What follows belongs to an exercise in optimizing a design on an open flow for small area, a short achievable clock period and few clock cycles per item; a production flow would make more cautious choices.
Function was checked by simulation only, so behaviour that the tests miss may differ from the original.

==> flow/design.v (outline; a module is shown in full before it is edited, if it fits) <==
// module fsrc_axis: 1864 lines
// module foveated_shading_rate_classifier_top: 180 lines
module foveated_shading_rate_classifier_top #(
  parameter int COORD_BITS = 12
) (
  input  logic                                 clk,
  input  logic                                 rst_n,
  input  logic                                 in_tvalid,
  output logic                                 in_tready,
  input  logic [23:0]                          in_tdata,    
  output logic                                 out_tvalid,
  input  logic                                 out_tready,
  output logic [7:0]                           out_tdata,   
  input  logic                                 cfg_we,
  input  logic [fsrc_pkg::CFG_IDX_W-1:0]       cfg_index,
  input  logic [fsrc_pkg::CFG_DATA_W-1:0]      cfg_wdata
);
  // ...
==> flow/run.sh <==
#!/bin/bash
# synth_recipe.tcl (not shown) runs the flow's synth.tcl, then flattens the netlist and writes it again
# the make line also repeats each setting of config.mk as NAME=value (left out here)
make -C /OpenROAD-flow-scripts/flow DESIGN_CONFIG=/design/flow/config.mk WORK_HOME=/design/flow/orfs CLKGATE_MAP_FILE= SYNTH_SCRIPT=/design/flow/synth_recipe.tcl finish
==> flow/config.mk <==
export PLATFORM = sky130hd
export DESIGN_NAME = foveated_shading_rate_classifier_top
export DESIGN_NICKNAME = foveated_shading_rate_classifier_top
export VERILOG_FILES = /design/flow/design.v
export SDC_FILE = /design/flow/constraint.sdc
export NUM_CORES = 4
export LEC_CHECK = 0
export ABC_AREA = 1
export CAP_MARGIN = 20
export CORE_MARGIN = 2
export CORE_UTILIZATION = 40
export CTS_CLUSTER_DIAMETER = 100
export CTS_CLUSTER_SIZE = 20
export SETUP_SLACK_MARGIN = 4.7
export SLEW_MARGIN = 20
export TNS_END_PERCENT = 30
==> flow/constraint.sdc <==
create_clock -name core_clock -period 7.5 [get_ports {clk}]
set_input_delay 1.5000 -clock core_clock [delete_from_list [all_inputs] [get_ports {clk}]]
set_output_delay 1.5000 -clock core_clock [all_outputs]
set_load 0.01 [all_outputs]
==> impl_metrics.json, run 1 <==
{
  "multi_input_area_share_pct": 53.1,
  "crit_type": "reg2reg",
  "drtPass1Iterations": 8,
  "path_cells": "nor2_4 -> clkinvlp_4 -> clkbuf_16 -> o22ai_1 -> a21oi_1 -> fa_1 -> fa_1 -> inv_1 -> fa_1",
  "seq_cells": 698,
  "r2r-start": "u_axis_y.m[0]",
  "inverters": 1185,
  "synth_fa_ha_area_share_pct": 27.7,
  "cp-end-kind": "flip-flop",
  "cp-endpoint": "u_axis_y.mr497",
  "htreeDepth": 2,
  "cts_hold_buffers": 0,
  "status": "complete, no violations",
  "place_area_um2": 52100,
  "synth_top_family_by_area": "adder cells",
  "cts_buffers": 43,
  "reg2reg_to": "u_axis_y.mr497",
  "nMultiInputCombCells": 3726,
  "max_cap_viol_count": 0,
  "slew_violations": 0,
  "crit_family": "adder cells",
  "use_met1_pct": 32.0,
  "dieArea_um2": 127000,
  "fp-row-count": 129,
  "start_kind": "flip-flop",
  "diodes": 2,
  "ys_top_cells_by_area": "dfxtp_1 (20%), fa_1 (19%), edfxtp_1 (11%)",
  "antenna_found_initial": 4,
  "synth-edff-count": 188
}
Testbench counts, summed over its fixed seeds: cycles 16,448, items 16,384.
==> inputs of run 2 (changes only) <==
--- a/flow/config.mk
+++ b/flow/config.mk
@@ -7,10 +7,9 @@
 export LEC_CHECK = 0
 export ABC_AREA = 1
-export CAP_MARGIN = 20
+export CAP_MARGIN = 10
 export CORE_MARGIN = 2
 export CORE_UTILIZATION = 40
-export CTS_CLUSTER_DIAMETER = 100
-export CTS_CLUSTER_SIZE = 20
+export CTS_CLUSTER_DIAMETER = 120
+export CTS_CLUSTER_SIZE = 25
 export SETUP_SLACK_MARGIN = 4.7
-export SLEW_MARGIN = 20
-export TNS_END_PERCENT = 30
+export SLEW_MARGIN = 10
==> run 2 against run 1 <==
Net effect: die area unchanged; still clean on timing, DRC and antenna; worst hold slack worse by 3.5 ps; non-clock buffer count up 48; final cell count up 0.52%; first-iteration DRC count down 7.9%; design area up 0.89%; maximum frequency up 2.1%; sequential share of layout area down 0.24 points; highest routed layer unchanged; via count up 0.57%.
==> impl_metrics.json, run 2 <==
{
  "htreeDepth": 2,
  "fin_tns_setup_ps": 0,
  "postSynth.asyncResetShare_pct": 0,
  "ys_top_cells_by_area": "dfxtp_1 (20%), fa_1 (19%), edfxtp_1 (11%)",
  "hp-start": "u_axis_x.eo",
  "cts_buffers": 36,
  "clk_latency_ps": 660,
  "final_area_um2": 55800,
  "synth_fa_ha_area_share_pct": 27.7,
  "period_share_pct": 37.8,
  "grtUsageMet2_pct": 36.2,
  "synth.most_common_cell": "inv_1",
  "skew_ps": 51.3,
  "critPathLaunch": "inv_x_r[14]",
  "synth.area.mux_share_pct": 0.618,
  "grt_first_pass_wirelength_mm": 237,
  "dpl.hpwl_mm": 116,
  "yosysWarningCount": 2,
  "synth_compound_area_share_pct": 14.1,
  "synth-edff-count": 188,
  "critPathArrivalTime_ps": 3330,
  "ant_nets": 0,
  "max_freq_mhz": 353,
  "rsz0062_at_grt": "true",
  "whs_ps": 337,
  "fin_ws_ps": 4670,
  "dieArea_um2": 127000,
  "die_w_um": 357,
  "status": "complete, no violations",
  "layout_common_cells": "inv_1 (1129), nand2_1 (944), a21oi_1 (503)",
  "final_common_cell": "inv_1",
  "core_area_um2": 124000,
  "synthCells": 5792,
  "crit_type": "reg2reg",
  "max_cap_viol_count": 0,
  "layout-drive-gt1-share_pct": 8.86,
  "synth_top_family_by_area": "adder cells",
  "area_delta_synth_final_pct": 11.9,
  "grt_pass1_vias": 40300,
  "ios": 74,
  "synth_xor_area_share_pct": 2.90,
  "root_buffer": "clkbuf_16",
  "syn_area_um2": 49800,
  "synthSimpleGateAreaFrac_pct": 12.5,
  "worstPathMaxFanout": 12,
  "via_per_inst": 5.45,
  "post-place-ws_ps": 3610,
  "use_met1_pct": 33.5,
  "wirelength_mm": 155,
  "wire_per_inst_um": 20.4,
  "grt-ovfl-total": 0,
  "fp.dieH_um": 357,
  "clk_path_buf_depth": 3,
  "max-slew-margin-rel_pct": 39.6,
  "fin_nets": 6801,
  "numPortBuffers": 67,
  "clkSinkCount": 698,
  "setup_viol": 0,
  "grt_max_degree": 57,
  "synth_ff_type": "dfxtp_1",
  "synthDistinctLibCells": 53,
  "slew_violations": 0,
  "start_kind": "flip-flop",
  "cts_hold_buffers": 0,
  "place_area_um2": 52200,
  "layout_min_cycle_time_ps": 2830,
  "use_met3_pct": 5.19,
  "cp-end-kind": "flip-flop",
  "antenna_found_initial": 2,
  "synth-seq-area-share_pct": 31.8,
  "worstMarginPinSlew_ps": 906,
  "synth.avg_cell_area_um2": 8.61,
  "track_usage_pct": 24.0,
  "globalplace.congestion": 0.962,
  "via_count": 41300,
  "drcViolationCount": 0,
  "start_util_pct": 40.3,
  "cts.clk_slew.worst_paths_ps": 100,
  "synthTopCellsByCount": "inv_1 (1159), nand2_1 (964), a21oi_1 (519), dfxtp_1 (510), fa_1 (468)",
  "hold_path.class": "reg2reg",
  "synth_top_area_cell": "dfxtp_1",
  "crit_required_ps": 8000,
  "r2r-start": "inv_x_r[14]",
  "synth_top_area_share_pct": 20.5,
  "ys_ff_latch": 698,
  "fp-row-count": 129,
  "reg_top3": "left_center_r (32), right_center_r (32)",
  "drt_iter0_markers": 4458,
  "grt.busiest_layer": "met2",
  "cts_tree": "built",
  "hold_viol": 0,
  "drtPass1Iterations": 8
}
[run 2: worst max-delay path, stage by stage, from the launching register on]
cell and delay [ps]:
edfxtp_1 590, clkinvlp_4 140, buf_4 200, o22ai_1 130, a21oi_1 120, fa_1 560, inv_1 50, fa_1 420
fa_1 470
[run 2: area by class of cell]
class / instances / area [µm²]
diodes: 1 / 2.50
clock buffers: 53 / 996
clock inverters: 9 / 116
fillers: 12100 / 67900
inverters: 1180 / 4550
multi-input cells: 3731 / 29600
flip-flops and latches: 698 / 16000
well taps: 1637 / 2050
repair buffers: 266 / 2380
repair inverters: 2 / 15.0
[run 2: logic make-up after synthesis]
group,count (synthesis)
other,1
adder cells (fa/ha/maj),822
AO/OA/AOI/OAI,1187
multiplexers,30
AND/OR/NAND/NOR,1514
XOR/XNOR,165
buffers and inverters,1375
flip-flops,698
[run 2: final timing paths]
kind / end / slack (ps) / depth (start not counted)
hold reg to reg: u_axis_x.eo2 / 340 / 0
setup reg to reg: u_axis_x.mr494 / 4670 / 8
hold / removal: u_axis_x.eo2 / 340 / 0
setup / recovery: u_axis_x.mr494 / 4670 / 8
[run 2: timing repair]
item                                   4_1_cts  5_1_grt
buffers inserted                            86       80
endpoints found under the hold margin        0        0
setup endpoints to repair                  268      182
cloned                                       8        4
pin swaps                                   13       37
gates resized for setup                    160      189
[run 2: stage by stage]
step                      util [%]  instances
after floorplan                  -       5797
after global placement        42.2       7336
after detailed placement      42.2       7336
after CTS                     44.0       7492
after global routing          45.1       7576
final                         45.1       7577
[run 2: per-layer routing]
layer  up-vias  share of wire, %
met5         -             0.051
met4         2               4.2
met3       431               8.9
met2      1969                43
met1     19800                44
li1      19100                 -

==> what the ideal ports hide <==
The flow's constraints put no driver on any port. The routed layouts listed below were extracted and timed again, unchanged, in two steps. Step 1 sets driving cells, clkbuf_16 on the clock port and buf_2 on the other inputs (assumed; they add their load-dependent delay and slew). Step 2, shift: input delay + t, output delay - t, t = (earliest + latest rising clock arrival at the registers) / 2. This alone moves slack from input paths to output paths. a / b / c = ideal / step 1 / step 2; a / b = the first two.
run | t, ns | slack for setup (ns) | latest minus earliest clock arrival (ns)
run 1 | 0.727 | 4.607 / 4.580 / 4.019 | 0.065 / 0.064
run 2 | 0.711 | 4.666 / 4.665 / 4.051 | 0.052 / 0.052
After both steps setup and hold are still met in every run listed. For run 2, which loses most, drivers alone change the setup slack by -0.001 ns; drivers and shift together by -0.615 ns.
